What follows belongs to an exercise in optimizing a design on an open flow for small area, a short achievable clock period and few clock cycles; a production flow would make more cautious choices.
Where RTL was checked, it was by simulation tests only, not by an equivalence proof against the original.
The RTL of runs 1 and 2 was laid out without a check of its function.
Power is estimated from default activity; no workload was simulated.

[design/flow/config.mk]
export PLATFORM = sky130hd
export DESIGN_NAME = tensor_axis_permute_addresses_top
export DESIGN_NICKNAME = tensor_axis_permute_addresses_top
export VERILOG_FILES = /design/flow/design.v
export SDC_FILE = /design/flow/constraint.sdc
export NUM_CORES = 4
export LEC_CHECK = 0
export ABC_CLOCK_PERIOD_IN_PS = 2800
export CAP_MARGIN = 20
export CORE_MARGIN = 2
export CORE_UTILIZATION = 55
export PLACE_DENSITY = 0.7
export SETUP_SLACK_MARGIN = 3.7
export SLEW_MARGIN = 20
export TNS_END_PERCENT = 10
[design/flow/constraint.sdc]
create_clock -name core_clock -period 7.0 [get_ports {clock}]
set_input_delay 1.4000 -clock core_clock [delete_from_list [all_inputs] [get_ports {clock}]]
set_output_delay 1.4000 -clock core_clock [all_outputs]
set_load 0.01 [all_outputs]
[design/flow/design.v]
module tensor_axis_permute_addresses_top #(
   parameter int RANK_LIMIT = 4,
   parameter int AXIS_BITS  = 8,
   parameter int VALUE_BITS = 32
) (
   input  logic        clock,
   input  logic        reset,
   input  logic        req_valid,
   output logic        req_ready,
   input  logic [31:0] req_element_value,
   output logic        rsp_valid,
   input  logic        rsp_ready,
   output logic [31:0] rsp_dest_address,
   output logic [31:0] rsp_moved_value,
   output logic        rsp_final_element,
   input  logic        csr_valid,
   output logic        csr_ready,
   input  logic [1:0]  csr_index,
   input  logic [31:0] csr_data
);
   localparam int WB = 25;                  
   localparam logic [1:0] M_INC  = 2'd0;    
   localparam logic [1:0] M_ZERO = 2'd1;    
   localparam logic [1:0] M_NONE = 2'd2;    
   localparam logic [1:0] S_IDLE  = 2'd0;
   localparam logic [1:0] S_PRIME = 2'd1;   
   localparam logic [1:0] S_WC    = 2'd2;   
   localparam logic [1:0] S_PC    = 2'd3;   
   logic [1:0]         rm1;        
   logic [3:0][7:0]    sz;         
   logic [3:0][1:0]    ord;        
   logic [3:0][7:0]    c;          
   logic [3:0]         tp;         
   logic               fx;         
   logic [1:0]         kx;         
   logic [1:0]         nk, nmode;  
   logic [3:0][31:0]   P;
   logic [2:0]         pv;
   logic [3:0][WB-1:0] W;
   logic [3:0]         wv;
   logic [31:0]        PK;         
   logic [31:0]        WK;         
   logic               ov, olast;
   logic [31:0]        oval;
   logic               rdy;
   logic [1:0]         est, ej;
   logic               eph, efirst;
   logic [1:0]         oj;         
   logic [1:0]         ojn;        
   logic [7:0]         sj;         
   logic               jact;       
   logic [3:0]      in_use, szz, tp_nx, tp_pr;
   logic [3:0][7:0] c_nx, c_inc;
   logic            fx_nx, fx_pr;
   logic [1:0]      kx_nx, kx_pr;
   always_comb begin
      for (int i = 0; i < 4; i++) begin
         in_use[i] = 2'(i) <= rm1;
         szz[i]    = sz[i] == 8'd0;
         c_inc[i]  = c[i] + 8'd1;
         tp_pr[i]  = c[i] >= sz[i];
      end
      c_nx  = c;
      tp_nx = tp;
      if (fx) begin
         c_nx  = '0;
         tp_nx = szz;
      end else begin
         for (int i = 0; i < 4; i++) begin
            if (2'(i) == kx) begin
               c_nx[i]  = c_inc[i];
               tp_nx[i] = c_inc[i] == sz[i];
            end else if (2'(i) > kx && in_use[i]) begin
               c_nx[i]  = 8'd0;
               tp_nx[i] = szz[i];
            end
         end
      end
      fx_nx = 1'b1;
      kx_nx = 2'd0;
      fx_pr = 1'b1;
      kx_pr = 2'd0;
      for (int i = 0; i < 4; i++) begin
         if (in_use[i] && !tp_nx[i]) begin
            fx_nx = 1'b0;
            kx_nx = 2'(i);
         end
         if (in_use[i] && !tp_pr[i]) begin
            fx_pr = 1'b0;
            kx_pr = 2'(i);
         end
      end
   end
   logic [31:0] asum;
   assign asum = PK + WK;
   logic ofree, req_fire, oload;
   logic [1:0] lmode, lk, kq;
   assign ofree    = !ov || rsp_ready;
   assign req_fire = req_valid && rdy && ofree;
   assign oload    = req_fire;
   assign lmode    = nmode;
   assign lk       = nk;
   assign kq       = kx;                
   logic [1:0]  psel;
   logic        pz;
   logic [31:0] prd;
   always_comb begin
      psel = 2'd3;
      pz   = 1'b0;
      if (kq != 2'd3) begin
         if (kq >= 2'd2 && pv[2]) psel = 2'd2;
         else if (kq >= 2'd1 && pv[1]) psel = 2'd1;
         else if (pv[0]) psel = 2'd0;
         else pz = 1'b1;
      end
   end
   assign prd = pz ? 32'd0 : P[psel];
   logic [1:0]    wsel;
   logic [WB-1:0] wrd;
   assign wrd = wv[wsel] ? W[wsel] : '0;
   assign csr_ready         = 1'b1;
   assign req_ready         = rdy && ofree;
   assign rsp_valid         = ov;
   assign rsp_dest_address  = P[3];
   assign rsp_moved_value   = oval;
   assign rsp_final_element = olast;
   logic [1:0]         rm1_n;
   logic [3:0][7:0]    sz_n;
   logic [3:0][1:0]    ord_n;
   logic [3:0][7:0]    c_n;
   logic [3:0]         tp_n;
   logic               fx_n;
   logic [1:0]         kx_n;
   logic [3:0]         pwe;        
   logic [2:0]         pv_n;
   logic [3:0]         wwe;        
   logic [3:0]         wv_n;
   logic [31:0]        PK_n, WK_n;
   logic [1:0]         nmode_n, nk_n;
   logic [1:0]         est_n, ej_n, oj_n, ojn_n;
   logic               eph_n, efirst_n, jact_n;
   logic [7:0]         sj_n;
   logic               busy_n, lok_n, rdy_n;
   always_comb begin
      logic adv, done, wwr;
      logic [1:0] ejm;
      rm1_n    = rm1;
      sz_n     = sz;
      ord_n    = ord;
      c_n      = c;
      tp_n     = tp;
      fx_n     = fx;
      kx_n     = kx;
      pwe      = 4'b0000;
      pv_n     = pv;
      wwe      = 4'b0000;
      wv_n     = wv;
      PK_n     = PK;
      WK_n     = WK;
      nmode_n  = nmode;
      nk_n     = nk;
      est_n    = est;
      ej_n     = ej;
      oj_n     = oj;
      ojn_n    = ojn;
      sj_n     = sj;
      jact_n   = jact;
      eph_n    = eph;
      efirst_n = efirst;
      adv      = 1'b0;
      done     = 1'b0;
      wwr      = 1'b0;
      ejm      = ej - 2'd1;
      if (req_fire) begin
         nk_n    = kx;
         nmode_n = fx ? M_ZERO : M_INC;
         c_n     = c_nx;
         tp_n    = tp_nx;
         fx_n    = fx_nx;
         kx_n    = kx_nx;
      end
      case (est)
         S_WC:    wsel = (eph || ej != 2'd0) ? ojn : (nmode == M_ZERO) ? kx : lk;
         S_PC:    wsel = ej;
         default: wsel = kq;     
      endcase
      if (oload) begin
         if (lmode == M_ZERO) begin
            pwe[3] = 1'b1;               
            pv_n   = 3'b000;
         end else if (lmode == M_INC) begin
            pwe[3] = 1'b1;
            if (lk != 2'd3) pwe[lk] = 1'b1;
            for (int m = 0; m < 3; m++) begin
               if (2'(m) == lk) pv_n[m] = 1'b1;
               else if (2'(m) > lk) pv_n[m] = 1'b0;
            end
         end
         if (est == S_IDLE) begin
            WK_n = 32'(wrd);
            case (lmode)
               M_ZERO:  PK_n = '0;
               M_INC:   PK_n = (kq >= lk) ? asum : prd;
               default: PK_n = prd;
            endcase
         end
      end
      case (est)
         S_PRIME: begin
            oj_n   = ord[ej];
            ojn_n  = ord[ejm];
            sj_n   = sz[ord[ej]];
            jact_n = ord[ej] <= rm1;
            WK_n   = 32'(wrd);                   
            tp_n   = tp_pr;
            fx_n   = fx_pr;
            kx_n   = kx_pr;
            est_n  = S_WC;
         end
         S_WC: begin
            if (!eph) begin
               if (jact) begin
                  wwe[oj] = 1'b1;                
                  wv_n[oj] = 1'b1;
                  wwr     = 1'b1;
                  if (ej == 2'd0) begin
                     done = 1'b1;
                  end else if (efirst) begin
                     PK_n     = 32'(sj) + 32'd1;     
                     efirst_n = 1'b0;
                     adv      = 1'b1;
                  end else begin
                     WK_n = PK << 1;
                     PK_n = sj[0] ? PK << 1 : PK;
                     sj_n = sj >> 1;
                     if ((sj >> 1) == 8'd0) adv = 1'b1;
                     else eph_n = 1'b1;
                  end
               end else begin
                  if (ej == 2'd0) done = 1'b1;
                  else adv = 1'b1;
               end
            end else begin
               if (sj[0]) PK_n = asum;               
               WK_n = WK << 1;
               sj_n = sj >> 1;
               if ((sj >> 1) == 8'd0) begin
                  eph_n = 1'b0;
                  adv   = 1'b1;
               end
            end
            if (adv) begin
               ej_n   = ejm;
               oj_n   = ojn;
               ojn_n  = ord[ej - 2'd2];
               sj_n   = sz[ojn];
               jact_n = ojn <= rm1;
               WK_n   = (wwr && ojn == oj) ? 32'(asum[WB-1:0]) : 32'(wrd);
            end
            if (done) begin
               eph_n = 1'b0;
               PK_n  = '0;
               if (nmode == M_NONE) begin
                  pwe[3] = 1'b1;             
                  pv_n   = 3'b000;
                  est_n  = S_PC;
                  ej_n   = 2'd0;
               end else begin
                  est_n = S_IDLE;
                  WK_n  = (wwr && wsel == oj) ? 32'(asum[WB-1:0]) : 32'(wrd);
               end
            end
         end
         S_PC: begin
            if (!eph) begin
               WK_n = 32'(wrd);
               sj_n = c[ej];
               if (c[ej] != 8'd0) eph_n = 1'b1;
               else if (ej == rm1) est_n = S_IDLE;
               else ej_n = ej + 2'd1;
            end else begin
               if (sj[0]) begin
                  PK_n   = asum;
                  pwe[3] = 1'b1;
                  if (ej != 2'd3) pwe[ej] = 1'b1;
                  for (int m = 0; m < 3; m++) begin
                     if (2'(m) == ej) pv_n[m] = 1'b1;
                     else if (2'(m) > ej) pv_n[m] = 1'b0;
                  end
               end
               WK_n = WK << 1;
               sj_n = sj >> 1;
               if ((sj >> 1) == 8'd0) begin
                  eph_n = 1'b0;
                  if (ej == rm1) est_n = S_IDLE;
                  else ej_n = ej + 2'd1;
               end
            end
         end
         default: ;
      endcase
      if (csr_valid) begin
         case (csr_index)
            2'd0: rm1_n = (csr_data[2:0] == 3'd0) ? 2'd0 :
                          (csr_data[2:0] > 3'd4) ? 2'd3 : 2'(csr_data[2:0] - 3'd1);
            2'd1: sz_n  = csr_data;
            2'd2: ord_n = csr_data[7:0];
            default: ;
         endcase
         nmode_n  = (c == '0) ? M_ZERO : M_NONE;
         est_n    = S_PRIME;
         ej_n     = rm1_n;
         eph_n    = 1'b0;
         efirst_n = 1'b1;
         wv_n     = 4'b0000;
         PK_n     = 32'd1;
      end
      busy_n = est_n != S_IDLE;
      lok_n  = (nmode_n == M_ZERO) || !busy_n;
      rdy_n  = lok_n && est_n != S_PRIME;
   end
   logic p3z;
   assign p3z = (oload && lmode == M_ZERO) || (est == S_WC && nmode == M_NONE);
   always_ff @(posedge clock) begin
      if (reset) begin
         rm1     <= 2'd0;
         sz      <= '0;
         ord     <= {2'd3, 2'd2, 2'd1, 2'd0};
         c       <= '0;
         nk      <= 2'd0;
         nmode   <= M_ZERO;
         pv      <= 3'b000;
         wv      <= 4'b0000;
         ov      <= 1'b0;
         rdy     <= 1'b0;
         est     <= S_PRIME;
         ej      <= 2'd0;
         eph     <= 1'b0;
         efirst  <= 1'b1;
         PK      <= 32'd1;
      end else begin
         rm1     <= rm1_n;
         sz      <= sz_n;
         ord     <= ord_n;
         c       <= c_n;
         nk      <= nk_n;
         nmode   <= nmode_n;
         pv      <= pv_n;
         wv      <= wv_n;
         if (ofree) ov <= oload;
         rdy     <= rdy_n;
         est     <= est_n;
         ej      <= ej_n;
         eph     <= eph_n;
         efirst  <= efirst_n;
         PK      <= PK_n;
      end
   end
   always_ff @(posedge clock) begin
      for (int m = 0; m < 4; m++) begin
         if (pwe[m]) P[m] <= (m == 3 && p3z) ? 32'd0 : asum;
         if (wwe[m]) W[m] <= asum[WB-1:0];
      end
      tp     <= tp_n;
      fx     <= fx_n;
      kx     <= kx_n;
      WK     <= WK_n;
      oj     <= oj_n;
      ojn    <= ojn_n;
      sj     <= sj_n;
      jact   <= jact_n;
      if (oload) begin
         oval  <= req_element_value;
         olast <= fx;
      end
   end
endmodule
[design/flow/run.sh]
#!/bin/bash
# synth_recipe.tcl (not shown) runs the flow's synth.tcl, then flattens the netlist and writes it again
# the make line also repeats each setting of config.mk as NAME=value (left out here)
make -C /OpenROAD-flow-scripts/flow DESIGN_CONFIG=/design/flow/config.mk WORK_HOME=/design/flow/orfs CLKGATE_MAP_FILE= SYNTH_SCRIPT=/design/flow/synth_recipe.tcl finish
==> notes.md, run 1 <==
* Status: timing/DRC/antenna clean
* DRT antenna net count at 0
* Largest net degree at the start of global routing at 84
* Max-cap violations at 0
* Relative slew slack at 0.313
* Synth Area per Inst at 9.80 um^2
* Maximum clock path buffer count at 3
* CTS tree: done
* Initial antenna violation count at 1
* Critical Path End Type: flop
* Seq/Total Area, Yosys at 0.453
* Total power per unit cell area at 220 nW/um^2
* F_max at 0.293 GHz
* CTS Root Cell: clkbuf_16
* Vias per cell at 6.73
* Gr usage total at 0.351
* Primary FF master, synth: edfxtp_1
* Hpwl dp at 58400 um
* Fin. Hold Viols at 0
* Reg2Reg Setup Slack at 3.62 ns
* Clk slew on worst S/H paths at 0.06 ns
* Die Ht at 219 um
* Drc violations at 0
* Number of synthesized flops with an enable pin at 280
* CTS HTree Levels at 2
* DR vias at 22.4k
* Number of global-route vias before repair at 21.9k
* Fin cells at 3326
* Cts hold-fix bufs at 0
* Cell Rows at 78
* Share of cells above drive strength 1 at 0.124
* Final Setup Violations at 0
* Port bufs at 137
* DRT Pass-1 Iters at 6
* Biggest cell delay along the critical path at 0.65 ns
* Worst path arrival time at 3.94 ns
* Wirelength per Cell at 25.5 um
* First-pass GRT wire length at 129000 um
* Crit-path max FO at 9
* Syn Inst Count at 2603
* CTS Buf Count at 48
* Cells after DPL at 3194
* 1st-iter DRT viols at 2920
* Synthesis-to-layout area growth at 15.7%
* Count of unique library cells instantiated by Yosys at 89
* Final Cycle Share at 0.488
* Fill count at 3680
* Placer congestion estimate at 1.03
* Final TNS setup at 0 ns
* Crit-path cells: clkdlybuf4s50_1 > nand3_4 > buf_4 > nor2_1 > nand2_1 > or4_1 > a21oi_1
* Hold path cells at 2
* Die Width at 219 um
* Flops & latches, synth at 437
* Slew Limit Fails at 0
* Setup crit start kind: input port
* Area of the multi-input gates at 13100 um^2
* Worst min-delay path class: flop to flop
* R2R depth at 6
* Slew at the pin closest to its max-slew limit at 1.02 ns
* Post-layout nets at 2840
* Core Box Area at 45600 um^2
* Initial Util at 0.560
* Die footprint at 48100 um^2
* Clock Latency Late Sink at 0.60 ns
* Critical path class: input port to flop
* CP max-delay cell: clkdlybuf4s50_1
* Crit path depth at 7
* Final Skew at 0.0148 ns
* RSZ-0062 raised after global routing: yes
* Io pins at 139
* Sequential Area at 11600 um^2
* Clock sink total at 437
* Hold WS at 0.471 ns
* Asr flop ratio synth at 0
* Grt total ovfl at 0
* Mapped Area at 25500 um^2
* Syn Nets at 2758
* Family with the most delay on the worst path: simple AND/OR/NAND/NOR gates
* WP data required at 7.53 ns
* Total power at 6.49 mW
* Yosys warns at 1
* WP buf/inv at 2
* Final wirelength at 84900 um
* Fin crit period at 3.42 ns
* Peak VDD IR at 0.000185 V
* Leakage at 10.7 nW
kinds of logic after synthesis:
logic type / count (synthesis) / share of synthesized area
DFF: 437 / 0.453
buffers and inverters: 294 / 0.0513
muxes: 162 / 0.0909
adders and majority gates: 85 / 0.0419
other: 1 / 0.000147
xor gates and xnor gates: 68 / 0.0239
AOI/OAI and AO/OA: 767 / 0.194
and+or+nand+nor: 789 / 0.145
synthesized netlist by cell type, drive strengths merged, types with 7 or more instances:
library cell / number / area [um^2]
a31oi: 21 / 131
a21oi: 228 / 1140
a221oi: 14 / 129
a2111oi: 9 / 97.6
nor4: 30 / 188
edfxtp: 280 / 8410
or2: 10 / 62.6
or3: 20 / 125
o311ai: 12 / 105
clkbuf: 122 / 458
nor2b: 15 / 101
buf: 71 / 472
nor3b: 7 / 52.6
ha: 83 / 1040
xnor2: 43 / 377
nor3: 80 / 400
o221ai: 12 / 105
and3: 19 / 119
a222oi: 12 / 120
nand2b: 21 / 134
dfxtp: 157 / 3140
a22oi: 27 / 203
mux2i: 82 / 821
a211o: 14 / 123
o22ai: 11 / 75.1
o21a: 16 / 120
nor2: 233 / 891
nand3b: 12 / 90.1
o21ai: 184 / 921
a211oi: 50 / 375
mux4: 53 / 1190
inv: 100 / 375
nand4: 13 / 81.3
a21o: 39 / 293
nand3: 56 / 280
mux2: 27 / 304
o211ai: 26 / 195
nand2: 232 / 871
and2: 20 / 125
o21bai: 8 / 60.1
a311oi: 8 / 70.1
a32oi: 10 / 87.6
o31ai: 17 / 128
o2111ai: 10 / 87.6
xor2: 24 / 210
layer usage:
layer	GRT usage	part of all wire	routed length, um	vias up
met3	0.0650	0.091	7690	382
met5	0	0	0	-
li1	-	-	-	9940
met1	0.426	0.37	31200	10700
met4	0.223	0.073	6190	0
met2	0.577	0.47	39800	1396
power by group:
group | leakage [nW] | internal (mW) | switching, mW
Combinational | 6.01 | 0.375 | 0.607
Clock | 0.780 | 1.51 | 1.07
Sequential | 3.86 | 2.82 | 0.101
Total | 10.7 | 4.71 | 1.78
worst min-delay path, stage by stage (launching register included):
cell and delay, ns:
dfxtp_1 0.32, nand2_1 0.05, a21oi_1 0.05
what timing repair did:
| action | 4_1_cts | 5_1_grt |
|---|---|---|
| endpoints found under the setup margin | 332 | 279 |
| pin swaps | 11 | 4 |
| cloned | 4 | 0 |
| gates resized for setup | 58 | 22 |
| buffers inserted | 30 | 7 |
through the flow:
| step | setup slack, ns | area [um^2] | util |
|---|---|---|---|
| after floorplan | 3.02 | 25600 | - |
| after global placement | 2.32 | 27200 | 0.597 |
| after detailed placement | 2.26 | 27200 | 0.597 |
| after CTS | 3.48 | 29400 | 0.644 |
| after global routing | 3.46 | 29500 | 0.647 |
| final | 3.58 | 29500 | 0.647 |
final timing paths:
path | start | to
min | nk[1] | nk[1]
min reg2reg | nk[1] | nk[1]
max reg2reg | sj[4] | sj[4]
max | req_valid | c[5]
state kept, by name, indices dropped and copies added (netlist names), 4 cells and up:
| name | cells |
|---|---|
| P | 128 |
| W | 100 |
| PK | 32 |
| WK | 32 |
| c | 32 |
| oval | 32 |
| sz | 32 |
| ord | 8 |
| sj | 8 |
| wv | 4 |
placed cells by master, fill, tap and decap left out, types with 11 or more instances in the layout:
| master | synthesis | final |
|---|---|---|
| nand4_1 | 13 | 13 |
| xor2_1 | 24 | 21 |
| nor2_1 | 232 | 222 |
| clkinv_2 | 0 | 11 |
| dfxtp_1 | 157 | 153 |
| a211oi_1 | 50 | 48 |
| or3_1 | 20 | 20 |
| and3_1 | 19 | 19 |
| xnor2_1 | 43 | 37 |
| o21ai_0 | 177 | 171 |
| a22oi_1 | 27 | 27 |
| o221ai_1 | 12 | 12 |
| clkbuf_16 | 0 | 49 |
| a221oi_1 | 13 | 12 |
| nor3_1 | 80 | 76 |
| clkdlybuf4s50_1 | 0 | 134 |
| nor2b_1 | 14 | 12 |
| and2_1 | 20 | 18 |
| o31ai_1 | 17 | 17 |
| a21oi_1 | 227 | 223 |
| mux2_2 | 27 | 26 |
| mux4_2 | 53 | 53 |
| edfxtp_1 | 280 | 280 |
| mux2i_1 | 82 | 79 |
| a21o_1 | 39 | 39 |
| ha_1 | 83 | 82 |
| nand2_1 | 232 | 231 |
| a31oi_1 | 21 | 21 |
| o211ai_1 | 26 | 26 |
| nand3_1 | 56 | 54 |
| nor4_1 | 30 | 28 |
| inv_1 | 100 | 98 |
| nand2b_1 | 20 | 18 |
| a211o_1 | 14 | 14 |
| o21a_1 | 16 | 16 |
| buf_4 | 41 | 72 |
| nand3b_1 | 12 | 12 |
| a222oi_1 | 12 | 12 |
cell type report:
cell class	count	area share
multi-input cells	1876	0.444
flip-flops and latches	437	0.392
repair buffers	221	0.0714
clock buffers	62	0.0446
well taps	600	0.0254
inverters	101	0.0132
clock inverters	28	0.00937
diodes	1	0.0000848
==> run 2, diff against run 1 <==
--- a/design/flow/design.v
+++ b/design/flow/design.v
@@ -136,6 +136,8 @@
    logic [3:0]         wwe;        
    logic [3:0]         wv_n;
    logic [31:0]        PK_n, WK_n;
+   logic               pk_a, pk_r, pk_i, pk_1, pk_p, pk_h;    
+   logic               wk_w, wk_b, wk_p, wk_s;                
    logic [1:0]         nmode_n, nk_n;
    logic [1:0]         est_n, ej_n, oj_n, ojn_n;
    logic               eph_n, efirst_n, jact_n;
@@ -155,8 +157,8 @@
       pv_n     = pv;
       wwe      = 4'b0000;
       wv_n     = wv;
-      PK_n     = PK;
-      WK_n     = WK;
+      pk_a = 1'b0; pk_r = 1'b0; pk_i = 1'b0; pk_1 = 1'b0; pk_p = 1'b0; pk_h = 1'b1;
+      wk_w = 1'b0; wk_b = 1'b0; wk_p = 1'b0; wk_s = 1'b0;
       nmode_n  = nmode;
       nk_n     = nk;
       est_n    = est;
@@ -197,11 +199,12 @@
             end
          end
          if (est == S_IDLE) begin
-            WK_n = 32'(wrd);
+            wk_w = 1'b1;
+            pk_h = 1'b0;
             case (lmode)
-               M_ZERO:  PK_n = '0;
-               M_INC:   PK_n = (kq >= lk) ? asum : prd;
-               default: PK_n = prd;
+               M_ZERO:  ;
+               M_INC:   if (kq >= lk) pk_a = 1'b1; else pk_r = 1'b1;
+               default: pk_r = 1'b1;
             endcase
          end
       end
@@ -211,7 +214,7 @@
             ojn_n  = ord[ejm];
             sj_n   = sz[ord[ej]];
             jact_n = ord[ej] <= rm1;
-            WK_n   = 32'(wrd);                   
+            wk_w   = 1'b1;                       
             tp_n   = tp_pr;
             fx_n   = fx_pr;
             kx_n   = kx_pr;
@@ -226,12 +229,16 @@
                   if (ej == 2'd0) begin
                      done = 1'b1;
                   end else if (efirst) begin
-                     PK_n     = 32'(sj) + 32'd1;     
+                     pk_h     = 1'b0;                 
+                     pk_i     = 1'b1;
                      efirst_n = 1'b0;
                      adv      = 1'b1;
                   end else begin
-                     WK_n = PK << 1;
-                     PK_n = sj[0] ? PK << 1 : PK;
+                     wk_p = 1'b1;
+                     if (sj[0]) begin
+                        pk_h = 1'b0;
+                        pk_p = 1'b1;
+                     end
                      sj_n = sj >> 1;
                      if ((sj >> 1) == 8'd0) adv = 1'b1;
                      else eph_n = 1'b1;
@@ -241,8 +248,11 @@
                   else adv = 1'b1;
                end
             end else begin
-               if (sj[0]) PK_n = asum;               
-               WK_n = WK << 1;
+               if (sj[0]) begin                      
+                  pk_h = 1'b0;
+                  pk_a = 1'b1;
+               end
+               wk_s = 1'b1;
                sj_n = sj >> 1;
                if ((sj >> 1) == 8'd0) begin
                   eph_n = 1'b0;
@@ -255,11 +265,17 @@
                ojn_n  = ord[ej - 2'd2];
                sj_n   = sz[ojn];
                jact_n = ojn <= rm1;
-               WK_n   = (wwr && ojn == oj) ? 32'(asum[WB-1:0]) : 32'(wrd);
+               wk_p   = 1'b0;
+               wk_s   = 1'b0;
+               if (wwr && ojn == oj) wk_b = 1'b1;
+               else wk_w = 1'b1;
             end
             if (done) begin
                eph_n = 1'b0;
-               PK_n  = '0;
+               pk_h  = 1'b0;
+               pk_a  = 1'b0;
+               pk_i  = 1'b0;
+               pk_p  = 1'b0;
                if (nmode == M_NONE) begin
                   pwe[3] = 1'b1;             
                   pv_n   = 3'b000;
@@ -267,20 +283,22 @@
                   ej_n   = 2'd0;
                end else begin
                   est_n = S_IDLE;
-                  WK_n  = (wwr && wsel == oj) ? 32'(asum[WB-1:0]) : 32'(wrd);
+                  if (wwr && wsel == oj) wk_b = 1'b1;
+                  else wk_w = 1'b1;
                end
             end
          end
          S_PC: begin
             if (!eph) begin
-               WK_n = 32'(wrd);
+               wk_w = 1'b1;
                sj_n = c[ej];
                if (c[ej] != 8'd0) eph_n = 1'b1;
                else if (ej == rm1) est_n = S_IDLE;
                else ej_n = ej + 2'd1;
             end else begin
                if (sj[0]) begin
-                  PK_n   = asum;
+                  pk_h   = 1'b0;
+                  pk_a   = 1'b1;
                   pwe[3] = 1'b1;
                   if (ej != 2'd3) pwe[ej] = 1'b1;
                   for (int m = 0; m < 3; m++) begin
@@ -288,7 +306,7 @@
                      else if (2'(m) > ej) pv_n[m] = 1'b0;
                   end
                end
-               WK_n = WK << 1;
+               wk_s = 1'b1;
                sj_n = sj >> 1;
                if ((sj >> 1) == 8'd0) begin
                   eph_n = 1'b0;
@@ -313,8 +331,14 @@
          eph_n    = 1'b0;
          efirst_n = 1'b1;
          wv_n     = 4'b0000;
-         PK_n     = 32'd1;
+         pk_a = 1'b0; pk_r = 1'b0; pk_i = 1'b0; pk_p = 1'b0; pk_h = 1'b0;
+         pk_1 = 1'b1;
       end
+      PK_n = ({32{pk_a}} & asum) | ({32{pk_r}} & prd) | ({32{pk_i}} & (32'(sj) + 32'd1)) |
+             ({32{pk_p}} & (PK << 1)) | ({32{pk_h}} & PK) | 32'(pk_1);
+      WK_n = ({32{wk_b}} & 32'(asum[WB-1:0])) | ({32{wk_w}} & 32'(wrd)) |
+             ({32{wk_p}} & (PK << 1)) | ({32{wk_s}} & (WK << 1)) |
+             ({32{!(wk_b || wk_w || wk_p || wk_s)}} & WK);
       busy_n = est_n != S_IDLE;
       lok_n  = (nmode_n == M_ZERO) || !busy_n;
       rdy_n  = lok_n && est_n != S_PRIME;
--- a/design/flow/config.mk
+++ b/design/flow/config.mk
@@ -8,8 +8,7 @@
 export ABC_CLOCK_PERIOD_IN_PS = 2800
 export CAP_MARGIN = 20
 export CORE_MARGIN = 2
-export CORE_UTILIZATION = 55
-export PLACE_DENSITY = 0.7
-export SETUP_SLACK_MARGIN = 3.7
+export CORE_UTILIZATION = 40
+export PLACE_DENSITY = 0.6
+export SETUP_SLACK_MARGIN = 3.75
 export SLEW_MARGIN = 20
-export TNS_END_PERCENT = 10
==> notes.md, run 2 <==
* Clk slew on worst S/H paths at 0.06 ns
* Largest reg by FF count: P
* Post-synthesis adder-cell area fraction at 0.0460
* Largest net degree at the start of global routing at 78
* Largest family of logic cells by synthesized area: compound AO/OA/AOI/OAI gates
* Top Registers: P x128, W x100
* Initial antenna violation count at 1
* CTS Root Cell: clkbuf_16
* Status: timing/DRC/antenna clean
* Final wirelength at 68200 um
* Flops & latches, synth at 438
* Leading area contributor after synthesis: edfxtp_1
* Asr flop ratio synth at 0
* Port bufs at 137
* Cells after DPL at 2869
* Relative slew slack at 0.322
* Final Skew at 0.0212 ns
* Crit-path cells: clkbuf_2 > nand2b_4 > and2_4 > buf_6
* Critical path class: input port to output pin
* Initial Util at 0.406
* Synthesis-to-layout area growth at 18.3%
* Yosys warns at 1
* Core Box Area at 56600 um^2
* Crit-path max FO at 3
* Worst min-delay path class: flop to flop
* Reg2Reg Setup Slack at 3.82 ns
* Slew Limit Fails at 0
* Synth top area share at 0.367
* Most common cell in the netlist: edfxtp_1
* Clock Latency Late Sink at 0.61 ns
* Worst r2r src: PK[2]
* Synth Area in Compound Gates at 0.154
* Primary FF master, synth: edfxtp_1
* Placer congestion estimate at 0.948
* Number of global-route vias before repair at 17.2k
* Final Cycle Share at 0.477
* Clock sink total at 438
* Number of synthesized flops with an enable pin at 281
* Critical Path End Type: output pin
* Post-layout nets at 2366
* CP max-delay cell: nand2b_4
* Vias per cell at 5.99
* Die footprint at 59400 um^2
* Synth Area per Inst at 11.0 um^2
* Drc violations at 0
* Most common library cell in the layout ignoring fill and taps: edfxtp_1
* Hold WS at 0.464 ns
* Syn Inst Count at 2087
* Total power per unit cell area at 227 nW/um^2
* Gr usage total at 0.222
* Dpl cell area at 25000 um^2
* DR vias at 18.0k
* Hold worst-path end: wv[2]
* RSZ-0062 raised after global routing: yes
* XOR/XNOR Fraction of Synth Area at 0.0248
* CTS tree: done
* Worst path arrival time at 1.94 ns
* Hold path cells at 1
* Die Width at 244 um
* CTS Buf Count at 49
* Fin. Hold Viols at 0
* 1st-iter DRT viols at 1981
* Wirelength per Cell at 22.7 um
* DRT antenna net count at 0
* Biggest cell delay along the critical path at 0.17 ns
* Peak VDD IR at 0.000161 V
* Fin crit period at 3.34 ns
* Die Ht at 244 um
* Max FFs per register at 128
* Hpwl dp at 44600 um
* Grt total ovfl at 0
* Share of cells above drive strength 1 at 0.136
* Origin of the worst min-delay path: wv[2]
* WP data required at 5.60 ns
* Seq/Total Area, Yosys at 0.504
* Mapped Area at 23000 um^2
* Simple-gate portion of the synthesized area at 0.138
* Leading cell types in the layout, fill and taps excluded: 281 x edfxtp_1, 208 x nand2_1, 154 x dfxtp_1
* Fin cells at 3007
* Count of unique library cells instantiated by Yosys at 99
* Fill count at 5180
* Post-route worst setup slack at 3.66 ns
* Max-cap violations at 0
* F_max at 0.300 GHz
* DRT Pass-1 Iters at 10
* Slew at the pin closest to its max-slew limit at 1.01 ns
* Leakage at 10.1 nW
* Maximum clock path buffer count at 3
* Io pins at 139
* CTS HTree Levels at 2
* Largest cells by area after synthesis: edfxtp_1 37%, dfxtp_1 14%, mux4_2 4.8%, ha_1 4.5%, nand2_1 3.4%
* First-pass GRT wire length at 103000 um
* Cell Rows at 87
* Final Setup Violations at 0
* Syn Nets at 2242
* Final TNS setup at 0 ns
* Reg2reg end: P[28]
* Synth cell count leaders: 281 x edfxtp_1, 208 x nand2_1, 157 x dfxtp_1
* R2R depth at 9
* Setup crit start kind: input port
* Mux cell area share after synthesis at 0.0875
* Final Cell Area at 27200 um^2
* Post-Place Setup Slack at 2.36 ns
==> run 2: cell count changes after synthesis, sizes merged, moves of 36 or more <==
cell    before  now
nor3        80   33
a211oi      50   14
clkbuf     122   66
nor2       233  138
mux2i       82   38
a21oi      228  140
o21ai      184   88
==> run 2: worst max-delay path by stage <==
stage                end       from  slack [ns]  cells past startpoint
2_1_floorplan       P[0]  rsp_ready        3.62                      4
3_3_place_gp      PK[31]  rsp_ready        2.51                      8
3_5_place_dp      PK[16]  rsp_ready        2.36                      8
4_1_cts        req_ready  rsp_ready        3.48                      4
5_1_grt        req_ready  rsp_ready        3.64                      4
6_report       req_ready  rsp_ready        3.66                      4
==> run 2: per-layer routing <==
| metal | track usage | wire length [um] |
|---|---|---|
| met5 | 0 | 13 |
| met1 | 0.321 | 30400 |
| met4 | 0.0549 | 1410 |
| met3 | 0.0463 | 6180 |
| met2 | 0.340 | 30200 |
==> run 2: kinds of logic (layout without fill, tap and decap cells) <==
group,count (synthesis),in the layout
mux,122,122
buf+inv,222,381
xor+xnor,65,65
other cells,1,2
simple gates,643,646
compound gates,512,513
flops,438,438
fa+ha+maj,84,84
==> run 2: final cells by class <==
type                    instances  area (um^2)  share of cell area
inverters                      80          304              0.0112
multi-input cells            1431        10800               0.395
repair buffers                210         1990              0.0733
clock buffers                  68         1380              0.0507
diodes                          1         2.50           0.0000920
clock inverters                22          241             0.00887
flip-flops and latches        438        11600               0.426
repair inverters                1         7.51            0.000276
well taps                     756          946              0.0348
==> run 2: timing repair <==
item	4_1_cts	5_1_grt
cloned	3	3
pin swaps	11	11
endpoints found under the setup margin	208	199
resized for setup	25	35
hold buffers	0	0
setup buffers	17	24
==> run 2: per-stage QoR <==
stage / utilization / power [mW]
2_1_floorplan: - / 3.33
3_3_place_gp: 0.441 / 3.55
3_5_place_dp: 0.441 / 3.56
4_1_cts: 0.474 / 6.19
5_1_grt: 0.481 / 6.37
6_report: 0.481 / 6.17
==> run 2: where the power goes <==
part	leakage, nW	switching [mW]	internal, mW
Sequential	4.10	0.0738	2.80
Combinational	5.21	0.404	0.296
Clock	0.776	1.10	1.50
==> run 2: critical path: cells and delay by family <==
kind,cells,cell delay [ns]
AND/OR/NAND/NOR,2,0.33
buffers and inverters,2,0.20
==> run 3, diff against run 2 <==
--- a/design/flow/design.v
+++ b/design/flow/design.v
@@ -51,13 +51,15 @@
    logic               jact;       
    logic [3:0]      in_use, szz, tp_nx, tp_pr;
    logic [3:0][7:0] c_nx, c_inc;
+   logic [7:0]      cq;
+   assign cq = c[ej];
    logic            fx_nx, fx_pr;
    logic [1:0]      kx_nx, kx_pr;
    always_comb begin
       for (int i = 0; i < 4; i++) begin
          in_use[i] = 2'(i) <= rm1;
-         szz[i]    = sz[i] == 8'd0;
          c_inc[i]  = c[i] + 8'd1;
+         szz[i]    = sz[i] == 8'd0;
          tp_pr[i]  = c[i] >= sz[i];
       end
       c_nx  = c;
@@ -142,6 +144,9 @@
    logic [1:0]         est_n, ej_n, oj_n, ojn_n;
    logic               eph_n, efirst_n, jact_n;
    logic [7:0]         sj_n;
+   logic               sj_z, sj_s, sj_c;    
+   logic [7:0]         szq;                 
+   assign szq = sz[(est == S_PRIME) ? ord[ej] : ojn];
    logic               busy_n, lok_n, rdy_n;
    always_comb begin
       logic adv, done, wwr;
@@ -165,7 +170,7 @@
       ej_n     = ej;
       oj_n     = oj;
       ojn_n    = ojn;
-      sj_n     = sj;
+      sj_z = 1'b0; sj_s = 1'b0; sj_c = 1'b0;
       jact_n   = jact;
       eph_n    = eph;
       efirst_n = efirst;
@@ -212,7 +217,7 @@
          S_PRIME: begin
             oj_n   = ord[ej];
             ojn_n  = ord[ejm];
-            sj_n   = sz[ord[ej]];
+            sj_z   = 1'b1;
             jact_n = ord[ej] <= rm1;
             wk_w   = 1'b1;                       
             tp_n   = tp_pr;
@@ -239,7 +244,7 @@
                         pk_h = 1'b0;
                         pk_p = 1'b1;
                      end
-                     sj_n = sj >> 1;
+                     sj_s = 1'b1;
                      if ((sj >> 1) == 8'd0) adv = 1'b1;
                      else eph_n = 1'b1;
                   end
@@ -253,7 +258,7 @@
                   pk_a = 1'b1;
                end
                wk_s = 1'b1;
-               sj_n = sj >> 1;
+               sj_s = 1'b1;
                if ((sj >> 1) == 8'd0) begin
                   eph_n = 1'b0;
                   adv   = 1'b1;
@@ -263,7 +268,8 @@
                ej_n   = ejm;
                oj_n   = ojn;
                ojn_n  = ord[ej - 2'd2];
-               sj_n   = sz[ojn];
+               sj_s   = 1'b0;
+               sj_z   = 1'b1;
                jact_n = ojn <= rm1;
                wk_p   = 1'b0;
                wk_s   = 1'b0;
@@ -291,7 +297,7 @@
          S_PC: begin
             if (!eph) begin
                wk_w = 1'b1;
-               sj_n = c[ej];
+               sj_c = 1'b1;
                if (c[ej] != 8'd0) eph_n = 1'b1;
                else if (ej == rm1) est_n = S_IDLE;
                else ej_n = ej + 2'd1;
@@ -307,7 +313,7 @@
                   end
                end
                wk_s = 1'b1;
-               sj_n = sj >> 1;
+               sj_s = 1'b1;
                if ((sj >> 1) == 8'd0) begin
                   eph_n = 1'b0;
                   if (ej == rm1) est_n = S_IDLE;
@@ -339,6 +345,8 @@
       WK_n = ({32{wk_b}} & 32'(asum[WB-1:0])) | ({32{wk_w}} & 32'(wrd)) |
              ({32{wk_p}} & (PK << 1)) | ({32{wk_s}} & (WK << 1)) |
              ({32{!(wk_b || wk_w || wk_p || wk_s)}} & WK);
+      sj_n = ({8{sj_z}} & szq) | ({8{sj_s}} & (sj >> 1)) | ({8{sj_c}} & cq) |
+             ({8{!(sj_z || sj_s || sj_c)}} & sj);
       busy_n = est_n != S_IDLE;
       lok_n  = (nmode_n == M_ZERO) || !busy_n;
       rdy_n  = lok_n && est_n != S_PRIME;
==> notes.md, run 3 <==
* Slew Limit Fails at 0
* Most common library cell in the layout ignoring fill and taps: edfxtp_1
* First-pass GRT wire length at 96900 um
* Total power at 6.54 mW
* Final Cycle Share at 0.466
* Cts hold-fix bufs at 0
* Final TNS setup at 0 ns
* Crit-path cells: buf_6 > nand2b_4 > and2_4 > buf_6
* Crit-path max FO at 2
* Port bufs at 137
* Number of global-route vias before repair at 16.6k
* Grt total ovfl at 0
* Flops & latches, synth at 437
* Mapped Area at 22500 um^2
* Initial Util at 0.406
* Final Util at 0.483
* Post-route worst setup slack at 3.74 ns
* Placer congestion estimate at 0.896
* Critical path class: input port to output pin
* Count of unique library cells instantiated by Yosys at 84
* Primary FF master, synth: edfxtp_1
* WP buf/inv at 2
* Peak VDD IR at 0.000181 V
* Maximum clock path buffer count at 3
* Metal3 WL at 4810 um
* Relative slew slack at 0.276
* Worst path arrival time at 1.86 ns
* Post-Place Setup Slack at 2.42 ns
* Largest cells by area after synthesis: edfxtp_1 36%, dfxtp_1 15%, mux4_2 5.0%, ha_1 4.9%, nand2_1 3.7%
* Seq/Total Area, Yosys at 0.510
* Number of synthesized flops with an enable pin at 272
* Asr flop ratio synth at 0
* Most common cell in the netlist: edfxtp_1
* F_max at 0.306 GHz
* Internal power at 4.75 mW
* Vias per cell at 5.81
* Largest net degree at the start of global routing at 67
* Status: timing/DRC/antenna clean
* Drc violations at 0
* Top Registers: P x128, W x100
* Synth Area per Inst at 10.9 um^2
* Yosys warns at 1
* Fin cells at 2959
* Leakage at 9.62 nW
* Fin. Hold Viols at 0
* Setup crit start kind: input port
* Dpl cell area at 24500 um^2
* Clock power frac at 0.380
* Biggest cell delay along the critical path at 0.14 ns
* Die footprint at 58100 um^2
* CP max-delay cell: and2_4
* Hold WS at 0.475 ns
* Cell Rows at 86
* Wirelength per Cell at 21.4 um
* P_sw at 1.79 mW
* Sw frac at 0.273
* Synth top area share at 0.363
* Sequential Area at 11500 um^2
* CTS Buf Count at 47
* CTS Root Cell: clkbuf_16
* Initial antenna violation count at 0
* Io pins at 139
* Top Metal Used: met4
* Hpwl dp at 41600 um
* Area of the multi-input gates at 10300 um^2
* Core Box Area at 55300 um^2
* Top cell by count, worst path: buf_6
* Worst min-delay path class: flop to flop
* Cells after DPL at 2826
* DR vias at 17.2k
* Final Skew at 0.0288 ns
* RSZ-0062 raised after global routing: yes
* Share of cells above drive strength 1 at 0.134
* Critical Path End Type: output pin
* Clock Latency Late Sink at 0.60 ns
* ANT cells at 0
* Max FFs per register at 128
* Die Width at 241 um
* 1st-iter DRT viols at 1840
* Met2 wire len at 29100 um
* Leading cell types in the layout, fill and taps excluded: 272 x edfxtp_1, 221 x nand2_1, 159 x dfxtp_1
* Synth cell count leaders: 272 x edfxtp_1, 224 x nand2_1, 165 x dfxtp_1
* Largest reg by FF count: P
* CTS tree: done
* WP data required at 5.60 ns
* Final wirelength at 63300 um
* Syn Inst Count at 2064
* Seq pwr share at 0.462
* Synthesis-to-layout area growth at 18.9%
* Total power per unit cell area at 245 nW/um^2
* Family with the most delay on the worst path: simple AND/OR/NAND/NOR gates
* Syn Nets at 2224
* Slew at the pin closest to its max-slew limit at 1.09 ns
* Leading area contributor after synthesis: edfxtp_1
* Clock sink total at 437
* CTS HTree Levels at 2
* Max-cap violations at 0
* Combinational power share at 0.157
* Final Cell Area at 26700 um^2
* Post-layout nets at 2332
* Gr usage total at 0.215
* M1 WL at 27800 um
* Fill count at 4999
* DRT Pass-1 Iters at 6
* DRT antenna net count at 0
* Die Ht at 241 um
* Clk slew on worst S/H paths at 0.06 ns
* Fin crit period at 3.26 ns
* Final Setup Violations at 0
run 3: changes by cell type after synthesis, moves of 16 or more:
cell | before | now
clkbuf_1 | 65 | 104
inv_1 | 80 | 96
a22o_1 | 21 | 1
nand3_1 | 79 | 53
nor2_1 | 137 | 112
a222oi_1 | 27 | 69
nand2_1 | 208 | 224
buf_2 | 27 | 8
run 3: cell families (layout without fill, tap and decap cells):
group,after synthesis,after routing,synth area share
fa+ha+maj,90,90,0.0503
mux,120,120,0.0830
buf+inv,249,395,0.0485
simple gates,602,603,0.130
flops,437,437,0.510
xor+xnor,67,67,0.0261
compound gates,498,498,0.152
other cells,1,1,0.000167
run 3: final timing paths:
kind / cells after the start / endpoint / slack [ns] / from
min: 1 / wv[2] / 0.48 / wv[2]
max reg2reg: 12 / WK[12] / 3.81 / est[0]
min reg2reg: 1 / wv[2] / 0.48 / wv[2]
max: 4 / req_ready / 3.74 / rsp_ready
run 3: timing repair:
item / in CTS / in global routing
setup buffers: 15 / 25
pin swaps: 8 / 18
gates resized for setup: 41 / 34
cloned: 2 / 3
setup endpoints to repair: 130 / 109
run 3: per-layer routing:
| metal | vias to the layer above | track usage |
|---|---|---|
| li1 | 7971 | - |
| met1 | 8450 | 0.301 |
| met2 | 646 | 0.344 |
| met5 | - | 0 |
| met3 | 113 | 0.0340 |
| met4 | 0 | 0.0625 |
run 3: area by class of cell:
cell class,count,share of cell area
multi-input cells,1379,0.386
repair buffers,211,0.0784
well taps,748,0.0350
inverters,96,0.0137
clock inverters,25,0.00899
flip-flops and latches,437,0.430
clock buffers,63,0.0481
run 3: power by group through the flow:
stage                     combinational, mW  clock, mW  sequential, mW
after floorplan                       0.664          0            3.03
after global placement                0.921          0            3.08
after detailed placement              0.945          0            3.08
after CTS                             0.982       2.53            3.03
after global routing                   1.12       2.63            3.03
final                                  1.03       2.49            3.02
Testbench counts of run 3, summed over its fixed seeds: cycles 13,044.
==> run 4, diff against run 3 <==
--- a/design/flow/design.v
+++ b/design/flow/design.v
@@ -43,6 +43,7 @@
    logic               ov, olast;
    logic [31:0]        oval;
    logic               rdy;
+   logic               rdy_e;      
    logic [1:0]         est, ej;
    logic               eph, efirst;
    logic [1:0]         oj;         
@@ -98,7 +99,7 @@
    logic ofree, req_fire, oload;
    logic [1:0] lmode, lk, kq;
    assign ofree    = !ov || rsp_ready;
-   assign req_fire = req_valid && rdy && ofree;
+   assign req_fire = req_valid && req_ready;
    assign oload    = req_fire;
    assign lmode    = nmode;
    assign lk       = nk;
@@ -121,7 +122,7 @@
    logic [WB-1:0] wrd;
    assign wrd = wv[wsel] ? W[wsel] : '0;
    assign csr_ready         = 1'b1;
-   assign req_ready         = rdy && ofree;
+   assign req_ready         = rdy_e || (rdy && rsp_ready);
    assign rsp_valid         = ov;
    assign rsp_dest_address  = P[3];
    assign rsp_moved_value   = oval;
@@ -365,6 +366,7 @@
          wv      <= 4'b0000;
          ov      <= 1'b0;
          rdy     <= 1'b0;
+         rdy_e   <= 1'b0;
          est     <= S_PRIME;
          ej      <= 2'd0;
          eph     <= 1'b0;
@@ -380,6 +382,7 @@
          pv      <= pv_n;
          wv      <= wv_n;
          if (ofree) ov <= oload;
+         rdy_e   <= rdy_n && !(oload || (ov && !rsp_ready));
          rdy     <= rdy_n;
          est     <= est_n;
          ej      <= ej_n;
--- a/design/flow/config.mk
+++ b/design/flow/config.mk
@@ -10,5 +10,5 @@
 export CORE_MARGIN = 2
 export CORE_UTILIZATION = 40
 export PLACE_DENSITY = 0.6
-export SETUP_SLACK_MARGIN = 3.75
+export SETUP_SLACK_MARGIN = 3.8
 export SLEW_MARGIN = 20
==> notes.md, run 4 <==
* CTS Root Cell: clkbuf_16
* Crit-path max FO at 2
* Critical Path End Type: output pin
* Number of global-route vias before repair at 16.9k
* Initial antenna violation count at 2
* Fin. Hold Viols at 0
* First-pass GRT wire length at 103000 um
* Syn Inst Count at 2062
* Flops & latches, synth at 438
* Drc violations at 0
* Crit-path cells: buf_6 > a21o_4 > buf_6
* Grt total ovfl at 0
* ANT cells at 0
* Leakage at 9.91 nW
* Post-layout nets at 2345
* Slew at the pin closest to its max-slew limit at 0.972 ns
* Reg2reg end: P[110]
* Die footprint at 58200 um^2
* Total power per unit cell area at 254 nW/um^2
* DRT antenna net count at 0
* F_max at 0.312 GHz
* 1st-iter DRT viols at 2258
* Post-route worst setup slack at 3.79 ns
* Worst path arrival time at 1.81 ns
* Seq pwr share at 0.451
* Cell Rows at 86
* RSZ-0062 raised after global routing: yes
* Mapped Area at 22500 um^2
* CTS HTree Levels at 2
* Mux cell area share after synthesis at 0.0814
* CTS Buf Count at 48
* Leading cell types in the layout, fill and taps excluded: 272 x edfxtp_1, 220 x nand2_1, 159 x dfxtp_1
* Syn Nets at 2222
* Final Skew at 0.0270 ns
* Largest net degree at the start of global routing at 63
* Largest family of logic cells by synthesized area: compound AO/OA/AOI/OAI gates
* Most common cell in the netlist: edfxtp_1
* Critical path class: input port to output pin
* Top Registers: P x128, W x100
* Clock Latency Late Sink at 0.60 ns
* Final TNS setup at 0 ns
* Hold WS at 0.461 ns
* WP data required at 5.60 ns
* Max-cap violations at 0
* Io pins at 139
* Wirelength per Cell at 23.0 um
* Maximum clock path buffer count at 3
* P_sw at 1.94 mW
* Fin crit period at 3.21 ns
* Clk slew on worst S/H paths at 0.06 ns
* Worst min-delay path class: flop to flop
* CTS tree: done
* Cts hold-fix bufs at 0
* Core Box Area at 55400 um^2
* DR vias at 17.7k
* Initial Util at 0.406
* Fill count at 5005
* R2R depth at 12
* Placer congestion estimate at 0.945
* Status: timing/DRC/antenna clean
* Seq/Total Area, Yosys at 0.510
* Synthesis-to-layout area growth at 19.8%
* Primary FF master, synth: edfxtp_1
* Synth cell count leaders: 272 x edfxtp_1, 221 x nand2_1, 166 x dfxtp_1
* Gr usage total at 0.233
* Die Width at 241 um
* Hpwl dp at 44500 um
* Count of unique library cells instantiated by Yosys at 88
* Max FFs per register at 128
* Internal power at 4.89 mW
* Number of synthesized flops with an enable pin at 272
* Simple-gate portion of the synthesized area at 0.132
* XOR/XNOR Fraction of Synth Area at 0.0284
* Peak VDD IR at 0.000167 V
* Biggest cell delay along the critical path at 0.20 ns
* Share of cells above drive strength 1 at 0.137
* Setup crit start kind: input port
* Synth Area per Inst at 10.9 um^2
* Post-synthesis adder-cell area fraction at 0.0498
* CP max-delay cell: a21o_4
* Final Setup Violations at 0
* Final wirelength at 68300 um
* DRT Pass-1 Iters at 10
* Combinational power share at 0.190
* Leading area contributor after synthesis: edfxtp_1
* Port bufs at 137
* Hold path cells at 1
* Reg2Reg Setup Slack at 3.89 ns
* Clock sink total at 438
* Total power at 6.84 mW
* Final Cycle Share at 0.458
* Clock power frac at 0.358
* Vias per cell at 5.96
* Largest cells by area after synthesis: edfxtp_1 36%, dfxtp_1 15%, ha_1 4.9%, mux4_2 4.8%, nand2_1 3.7%
* Slew Limit Fails at 0
* Sw frac at 0.284
* Largest reg by FF count: P
* Yosys warns at 1
* Top cell by count, worst path: buf_6
* Die Ht at 241 um
* Asr flop ratio synth at 0
* Post-Place Setup Slack at 1.93 ns
* Synth Area in Compound Gates at 0.150
* Relative slew slack at 0.348
* Synth top area share at 0.363
* Origin of the worst min-delay path: wv[3]
* Hold worst-path end: wv[3]
* Worst r2r src: PK[0]
* Most common library cell in the layout ignoring fill and taps: edfxtp_1
[run 4: changes by cell type in the layout (fill, tap and decap cells not counted), moves of 8 or more]
cell / before / now
clkbuf_1: 11 / 19
o21ai_0: 79 / 65
o22ai_1: 6 / 16
a21oi_1: 149 / 139
clkinvlp_4: 0 / 9
[run 4: layout make-up]
class | instances | area, um^2 | share of cell area
timing repair inverter | 1 | 7.51 | 0.000278
clock buffer | 71 | 1340 | 0.0496
timing repair buffer | 218 | 2220 | 0.0823
clock inverter | 18 | 161 | 0.00598
sequential | 438 | 11500 | 0.427
multi-input combinational | 1380 | 10400 | 0.386
inverter | 98 | 394 | 0.0146
tap | 748 | 936 | 0.0347
[run 4: kinds of logic after synthesis]
group,after synthesis
buf+inv,245
mux,116
compound gates,485
other cells,1
flops,438
xor+xnor,73
fa+ha+maj,89
simple gates,615
[run 4: worst max path at each step]
stage	cells past startpoint	end	from	slack, ns
after floorplan	6	P[0]	rsp_ready	3.51
after global placement	12	WK[24]	ej[1]	2.19
after detailed placement	12	WK[17]	ej[1]	1.93
after CTS	13	WK[17]	ej[0]	3.79
after global routing	14	WK[17]	ej[0]	3.78
final	3	req_ready	rsp_ready	3.79
[run 4: what timing repair did]
action | 4_1_cts | 5_1_grt
endpoints found under the setup margin | 312 | 233
setup buffers | 23 | 23
gates resized for setup | 57 | 43
pin swaps | 11 | 20
cloned | 5 | 3
[run 4: metrics by stage]
step                       util  std cells  area, um^2
after floorplan               -       2062       22600
after global placement    0.442       2829       24500
after detailed placement  0.442       2829       24500
after CTS                 0.479       2946       26500
after global routing      0.487       2972       27000
final                     0.487       2972       27000
[run 4: layer usage]
metal	track usage	routed length, um	up-vias
met5	0	0	-
li1	-	-	8020
met1	0.341	30400	8720
met2	0.358	30300	839
met4	0.0647	1900	0
met3	0.0351	5710	122
[run 4: critical path, delay by kind of cell]
family | cells | cell delay (ns)
buffers and inverters | 2 | 0.21
AOI/OAI and AO/OA | 1 | 0.20
[run 4: power by group through the flow]
stage          registers (mW)  clock network (mW)  logic [mW]
6_report                 3.09                2.45        1.30
5_1_grt                  3.10                2.59        1.40
4_1_cts                  3.08                2.49        1.24
3_5_place_dp             3.14                   0        1.11
3_3_place_gp             3.14                   0        1.09
2_1_floorplan            3.07                   0       0.760
Testbench counts of run 4, summed over its fixed seeds: cycles 13,044.
==> run 5, diff against run 4 <==
--- a/design/flow/config.mk
+++ b/design/flow/config.mk
@@ -8,7 +8,9 @@
 export ABC_CLOCK_PERIOD_IN_PS = 2800
 export CAP_MARGIN = 20
 export CORE_MARGIN = 2
-export CORE_UTILIZATION = 40
-export PLACE_DENSITY = 0.6
+export CORE_UTILIZATION = 55
+export CTS_BUF_LIST = sky130_fd_sc_hd__clkbuf_8
+export CTS_CLUSTER_SIZE = 30
+export PLACE_DENSITY = 0.7
 export SETUP_SLACK_MARGIN = 3.8
 export SLEW_MARGIN = 20
==> notes.md, run 5 <==
* Status: timing/DRC/antenna clean
* Core Box Area at 40600 um^2
* Sequential Area at 11500 um^2
* DRT antenna net count at 0
* First-pass GRT wire length at 96200 um
* Final wirelength at 63200 um
* Routing usage on met2 at 0.462
* Slew at the pin closest to its max-slew limit at 1.14 ns
* Final TNS setup at 0 ns
* Met1 usage at 0.413
* Die Width at 206 um
* Reg2Reg Setup Slack at 3.89 ns
* Hold WS at 0.473 ns
* Leakage at 9.90 nW
* Crit-path max FO at 2
* Clk slew on worst S/H paths at 0.06 ns
* Primary FF master, synth: edfxtp_1
* DR vias at 17.7k
* CTS Buf Count at 70
* Drc violations at 0
* Total power per unit cell area at 248 nW/um^2
* Relative slew slack at 0.236
* Worst path arrival time at 1.80 ns
* Peak VDD IR at 0.000153 V
* CTS tree: done
* Syn Inst Count at 2062
* Max FFs per register at 128
* Syn Nets at 2222
* Initial antenna violation count at 0
* Final Setup Violations at 0
* Die Ht at 206 um
* R2R depth at 13
* Die footprint at 42600 um^2
* Wirelength per Cell at 22.7 um
* Final Cycle Share at 0.457
* Final Skew at 0.0388 ns
* F_max at 0.313 GHz
* Placer congestion estimate at 0.988
* Largest net degree at the start of global routing at 67
* Reg2reg end: WK[15]
* Synth Area per Inst at 10.9 um^2
* Seq/Total Area, Yosys at 0.510
* Post-layout nets at 2352
* Io pins at 139
* Count of unique library cells instantiated by Yosys at 88
* Post-Place Setup Slack at 2.03 ns
* Top Registers: P x128, W x100
* Clock sink total at 438
* Synth top area share at 0.363
* Number of synthesized flops with an enable pin at 272
* Post-route worst setup slack at 3.80 ns
* DRT Pass-1 Iters at 9
* ANT cells at 0
* Leading cell types in the layout, fill and taps excluded: 272 x edfxtp_1, 220 x nand2_1, 163 x dfxtp_1
* Worst r2r src: est[0]
* Largest cells by area after synthesis: edfxtp_1 36%, dfxtp_1 15%, ha_1 4.9%, mux4_2 4.8%, nand2_1 3.7%
* Port bufs at 137
* Cell Rows at 74
* Critical Path End Type: output pin
* Share of cells above drive strength 1 at 0.135
* 1st-iter DRT viols at 1911
* Synthesis-to-layout area growth at 17.0%
* GRT met3 Usage at 0.0602
* CTS Root Cell: clkbuf_8
* Max-cap violations at 0
* RSZ-0062 raised after global routing: yes
* Vias per cell at 6.36
* Most common cell in the netlist: edfxtp_1
* Asr flop ratio synth at 0
* Hold path cells at 1
* Maximum clock path buffer count at 3
* Number of global-route vias before repair at 16.7k
* Setup crit start kind: input port
* Fin crit period at 3.20 ns
* CTS HTree Levels at 3
* Fill count at 3181
* Fin. Hold Viols at 0
* Hpwl dp at 42300 um
* Largest reg by FF count: P
* Flops & latches, synth at 438
* Origin of the worst min-delay path: wv[3]
* Mapped Area at 22500 um^2
* Slew Limit Fails at 0
* Area of the multi-input gates at 10400 um^2
* Hold worst-path end: wv[3]
* Gr busiest metal: met2
* Most common library cell in the layout ignoring fill and taps: edfxtp_1
* Cts hold-fix bufs at 0
* Initial Util at 0.554
* WP data required at 5.60 ns
* Critical path class: input port to output pin
* Grt total ovfl at 0
* Worst min-delay path class: flop to flop
* Clock Latency Late Sink at 0.66 ns
* Synth cell count leaders: 272 x edfxtp_1, 221 x nand2_1, 166 x dfxtp_1
* Leading area contributor after synthesis: edfxtp_1
* Yosys warns at 1
* Gr usage total at 0.297
[run 5: cell counts after synthesis]
Identical to the previous run, type by type.
[run 5: cells by family (layout without fill, tap and decap cells)]
kind of cell               count (synthesis)  count (layout)  synth area share
other                                      1               1          0.000167
DFF                                      438             438             0.510
buffers and inverters                    245             429            0.0478
and+or+nand+nor                          615             615             0.132
AOI/OAI and AO/OA                        485             486             0.150
adders and majority gates                 89              89            0.0498
xor gates and xnor gates                  73              73            0.0284
muxes                                    116             116            0.0814
[run 5: what timing repair did]
item / 4_1_cts / 5_1_grt
buffers inserted: 20 / 15
gates cloned: 3 / 2
setup endpoints to repair: 268 / 162
resized for setup: 59 / 25
pin swaps: 12 / 13
endpoints found under the hold margin: 0 / 0
[run 5: final cells by class]
type                            instances  area share
Timing Repair Buffer                  203      0.0771
Timing Repair inverter                  1    0.000285
Multi-Input combinational cell       1380       0.393
Sequential cell                       438       0.436
Inverter                               98      0.0147
Clock inverter                         51      0.0133
Clock buffer                           76      0.0397
Tap cell                              532      0.0253
[run 5: worst max-delay path by stage]
stage / depth (start not counted) / from / end
2_1_floorplan: 6 / rsp_ready / P[0]
3_3_place_gp: 6 / req_valid / P[0]
6_report: 3 / rsp_ready / req_ready
4_1_cts: 13 / est[0] / WK[15]
5_1_grt: 13 / est[0] / WK[15]
3_5_place_dp: 7 / rsp_ready / P[0]
[run 5: per-stage QoR]
| stage | instance area [um^2] | total power, mW | instances | utilization |
|---|---|---|---|---|
| floorplan | 22600 | 3.83 | 2062 | - |
| global placement | 24200 | 4.20 | 2612 | 0.596 |
| detailed placement | 24200 | 4.23 | 2612 | 0.596 |
| CTS | 26100 | 6.51 | 2762 | 0.642 |
| global route | 26300 | 6.78 | 2779 | 0.648 |
| finish | 26300 | 6.53 | 2779 | 0.648 |
[run 5: worst max-delay path: stages]
cell	delay (ns)
buf_6	0.09
a21o_4	0.19
buf_6	0.11
[run 5: metal layers]
layer	share of wire	vias to the layer above	routed length, um
li1	-	8040	-
met1	0.43	8638	27000
met2	0.45	853	28300
met3	0.094	135	5970
met4	0.031	0	1950
met5	0	-	0
[run 5: report_power, final]
part / internal (mW) / switching, mW / leakage [nW] / total [mW]
Clock: 1.19 / 1.01 / 0.804 / 2.20
Combinational: 0.508 / 0.735 / 5.22 / 1.24
Sequential: 2.95 / 0.127 / 3.87 / 3.08
==> run 6, diff against run 5 <==
==> design/flow/flow/run.sh (new file) <==
#!/bin/bash
# Standard layout, with plain buffers (instead of delay buffers) on the ports.
cp standard.sh standard.sh.txt 2>/dev/null
export BUFFER_PORTS_ARGS="-buffer_cell sky130_fd_sc_hd__buf_2"
bash standard.sh > standard.log 2>&1
==> design/flow/standard.sh (new file) <==
#!/bin/bash
# synth_recipe.tcl (not shown) runs the flow's synth.tcl, then flattens the netlist and writes it again
# the make line also repeats each setting of config.mk as NAME=value (left out here)
make -C /OpenROAD-flow-scripts/flow DESIGN_CONFIG=/design/flow/config.mk WORK_HOME=/design/flow/orfs CLKGATE_MAP_FILE= SYNTH_SCRIPT=/design/flow/synth_recipe.tcl "${@:-finish}"
removed: design/flow/run.sh
==> notes.md, run 6 <==
* Status: timing/DRC/antenna clean
* CTS tree: done
* Synth Area in Compound Gates at 0.150
* Syn Inst Count at 2062
* Critical Path End Type: output pin
* Asr flop ratio synth at 0
* Max-cap violations at 0
* F_max at 0.309 GHz
* Synth top area share at 0.363
* DRT antenna net count at 0
* Number of global-route vias before repair at 17.1k
* Sequential Area at 11500 um^2
* Io pins at 139
* Post-route worst setup slack at 3.76 ns
* Peak VDD IR at 0.000126 V
* Worst min-delay path class: flop to flop
* Largest cells by area after synthesis: edfxtp_1 36%, dfxtp_1 15%, ha_1 4.9%, mux4_2 4.8%, nand2_1 3.7%
* Mapped Area at 22500 um^2
* Post-layout nets at 2366
* Slew Limit Fails at 0
* Largest family of logic cells by synthesized area: compound AO/OA/AOI/OAI gates
* Primary FF master, synth: edfxtp_1
* Flops & latches, synth at 438
* Initial antenna violation count at 2
* Die Width at 206 um
* Number of synthesized flops with an enable pin at 272
* Biggest cell delay along the critical path at 0.22 ns
* Die Ht at 206 um
* Leading cell types in the layout, fill and taps excluded: 272 x edfxtp_1, 220 x nand2_1, 161 x dfxtp_1
* Fin crit period at 3.24 ns
* CTS HTree Levels at 3
* Share of cells above drive strength 1 at 0.207
* Leading area contributor after synthesis: edfxtp_1
* Most common library cell in the layout ignoring fill and taps: edfxtp_1
* Wirelength per Cell at 23.6 um
* Gr usage total at 0.309
* Core Box Area at 40600 um^2
* Top cell by count, worst path: buf_6
* Synth Area per Inst at 10.9 um^2
* Count of unique library cells instantiated by Yosys at 88
* Final Setup Violations at 0
* Post-Place Setup Slack at 1.88 ns
* Area of the multi-input gates at 10500 um^2
* Clk slew on worst S/H paths at 0.06 ns
* Final wirelength at 66000 um
* Seq/Total Area, Yosys at 0.510
* Port bufs at 137
* Relative slew slack at 0.236
* Post-synthesis adder-cell area fraction at 0.0498
* Cell Rows at 74
* DRT Pass-1 Iters at 9
* Clock sink total at 438
* Syn Nets at 2222
* Drc violations at 0
* Synthesis-to-layout area growth at 15.4%
* Synth cell count leaders: 272 x edfxtp_1, 221 x nand2_1, 166 x dfxtp_1
* Grt total ovfl at 0
* Vias per cell at 6.45
* Slew at the pin closest to its max-slew limit at 1.14 ns
* Leakage at 10.0 nW
* Final Skew at 0.0311 ns
* Initial Util at 0.554
* Most common cell in the netlist: edfxtp_1
* Simple-gate portion of the synthesized area at 0.132
* CTS Buf Count at 72
* Crit-path cells: buf_6 > a21o_4 > buf_6
* Top Registers: P x128, W x100
* Yosys warns at 1
* CP max-delay cell: a21o_4
* Total power at 6.63 mW
* Final Util at 0.639
* Final Cycle Share at 0.463
* Crit-path max FO at 3
* Fill count at 3221
* Worst path arrival time at 1.84 ns
* First-pass GRT wire length at 99800 um
* Largest reg by FF count: P
* XOR/XNOR Fraction of Synth Area at 0.0284
* Total power per unit cell area at 255 nW/um^2
* Maximum clock path buffer count at 3
* DR vias at 18.0k
* Largest net degree at the start of global routing at 60
* CTS Root Cell: clkbuf_8
* WP data required at 5.60 ns
* Placer congestion estimate at 0.959
* Mux cell area share after synthesis at 0.0814
* Setup crit start kind: input port
* ANT cells at 0
* Fin. Hold Viols at 0
* Hpwl dp at 44000 um
* Die footprint at 42600 um^2
* RSZ-0062 raised after global routing: yes
* Clock Latency Late Sink at 0.64 ns
* Critical path class: input port to output pin
* 1st-iter DRT viols at 2301
* Max FFs per register at 128
* Final TNS setup at 0 ns
==> run 6: cell counts after synthesis <==
Identical to the previous run, type by type.
==> run 6: logic make-up (layout without fill, tap and decap cells) <==
logic type | count (synthesis) | after routing
AO/OA/AOI/OAI | 485 | 489
XOR/XNOR | 73 | 73
other | 1 | 1
flip-flops | 438 | 438
AND/OR/NAND/NOR | 615 | 615
adder cells (fa/ha/maj) | 89 | 89
buffers and inverters | 245 | 440
multiplexers | 116 | 116
==> run 6: timing repair <==
action	4_1_cts	5_1_grt
endpoints found under the setup margin	258	139
pin swaps	13	12
buffers inserted	21	21
hold buffers	0	0
cloned	8	2
gates resized for setup	49	32
==> run 6: metrics by stage <==
stage               cells  instance area [um^2]  hold slack, ns
detailed placement   2612                 23600           0.450
floorplan            2062                 22600           0.424
global placement     2611                 23500           0.449
CTS                  2770                 25600           0.464
global route         2793                 26000           0.507
finish               2793                 26000           0.474
==> run 6: metal layers <==
metal	part of all wire	GRT usage	routed length (um)	up-vias
li1	-	-	-	8069
met1	0.41	0.425	26900	8795
met2	0.46	0.492	30300	996
met3	0.098	0.0503	6480	161
met4	0.036	0.120	2390	0
met5	0	0	0	-
==> run 6: cell type report <==
type,count,area share
clock inverters,43,0.0104
multi-input cells,1383,0.403
clock buffers,86,0.0456
well taps,532,0.0256
flip-flops and latches,438,0.443
repair buffers,212,0.0576
inverters,98,0.0148
repair inverters,1,0.000289
==> run 6: critical path: cells and delay by family <==
kind	cells	cell delay, ns
buffers and inverters	2	0.21
AOI/OAI and AO/OA	1	0.22
==> run 6: path summary, 6_finish.rpt <==
check / start / end / slack [ns] / depth (start not counted)
worst max-delay path: rsp_ready / req_ready / 3.76 / 3
worst min-delay path: PK[0] / PK[0] / 0.47 / 2
worst min register to register: PK[0] / PK[0] / 0.47 / 2
worst max register to register: ej[0] / WK[10] / 3.87 / 14
==> run 6: power by group <==
group | internal (mW) | switching (mW) | total [mW]
clock | 1.23 | 1.04 | 2.27
sequential | 2.95 | 0.140 | 3.09
combinational | 0.494 | 0.774 | 1.27

afterwards: timing with drivers on the ports:
The flow's constraints put no driver on any port. The routed layouts listed below were extracted and timed again, unchanged, in two steps.
Step 1 sets driving cells, clkbuf_16 on the clock port and buf_2 on the other inputs (assumed; they add their load-dependent delay and slew).
Step 2 moves the port delays by t, midway between the first and last clock arrival at a register: inputs arrive t later, outputs are due t later. That takes back most of the time a late clock gives input paths.
Three values: ideal, step 1, step 2; two values: the first two.
run	t (ns)	setup WS [ns]	latest minus earliest clock arrival (ns)	worst data-port slew with drivers (ns)
run 1	0.655	3.582 / 3.616 / 2.967	0.015 / 0.015	0.07
run 2	0.657	3.662 / 3.639 / 3.313	0.022 / 0.022	0.06
run 3	0.649	3.737 / 3.700 / 3.205	0.030 / 0.030	0.05
run 4	0.649	3.793 / 3.762 / 3.414	0.028 / 0.028	0.06
run 5	0.690	3.800 / 3.767 / 3.375	0.039 / 0.038	0.06
run 6	0.676	3.762 / 3.722 / 3.242	0.032 / 0.031	0.05
After both steps every run listed still meets setup and hold. The setup slack of run 1, which loses most, moves by +0.034 ns with the drivers and by -0.615 ns with both steps.
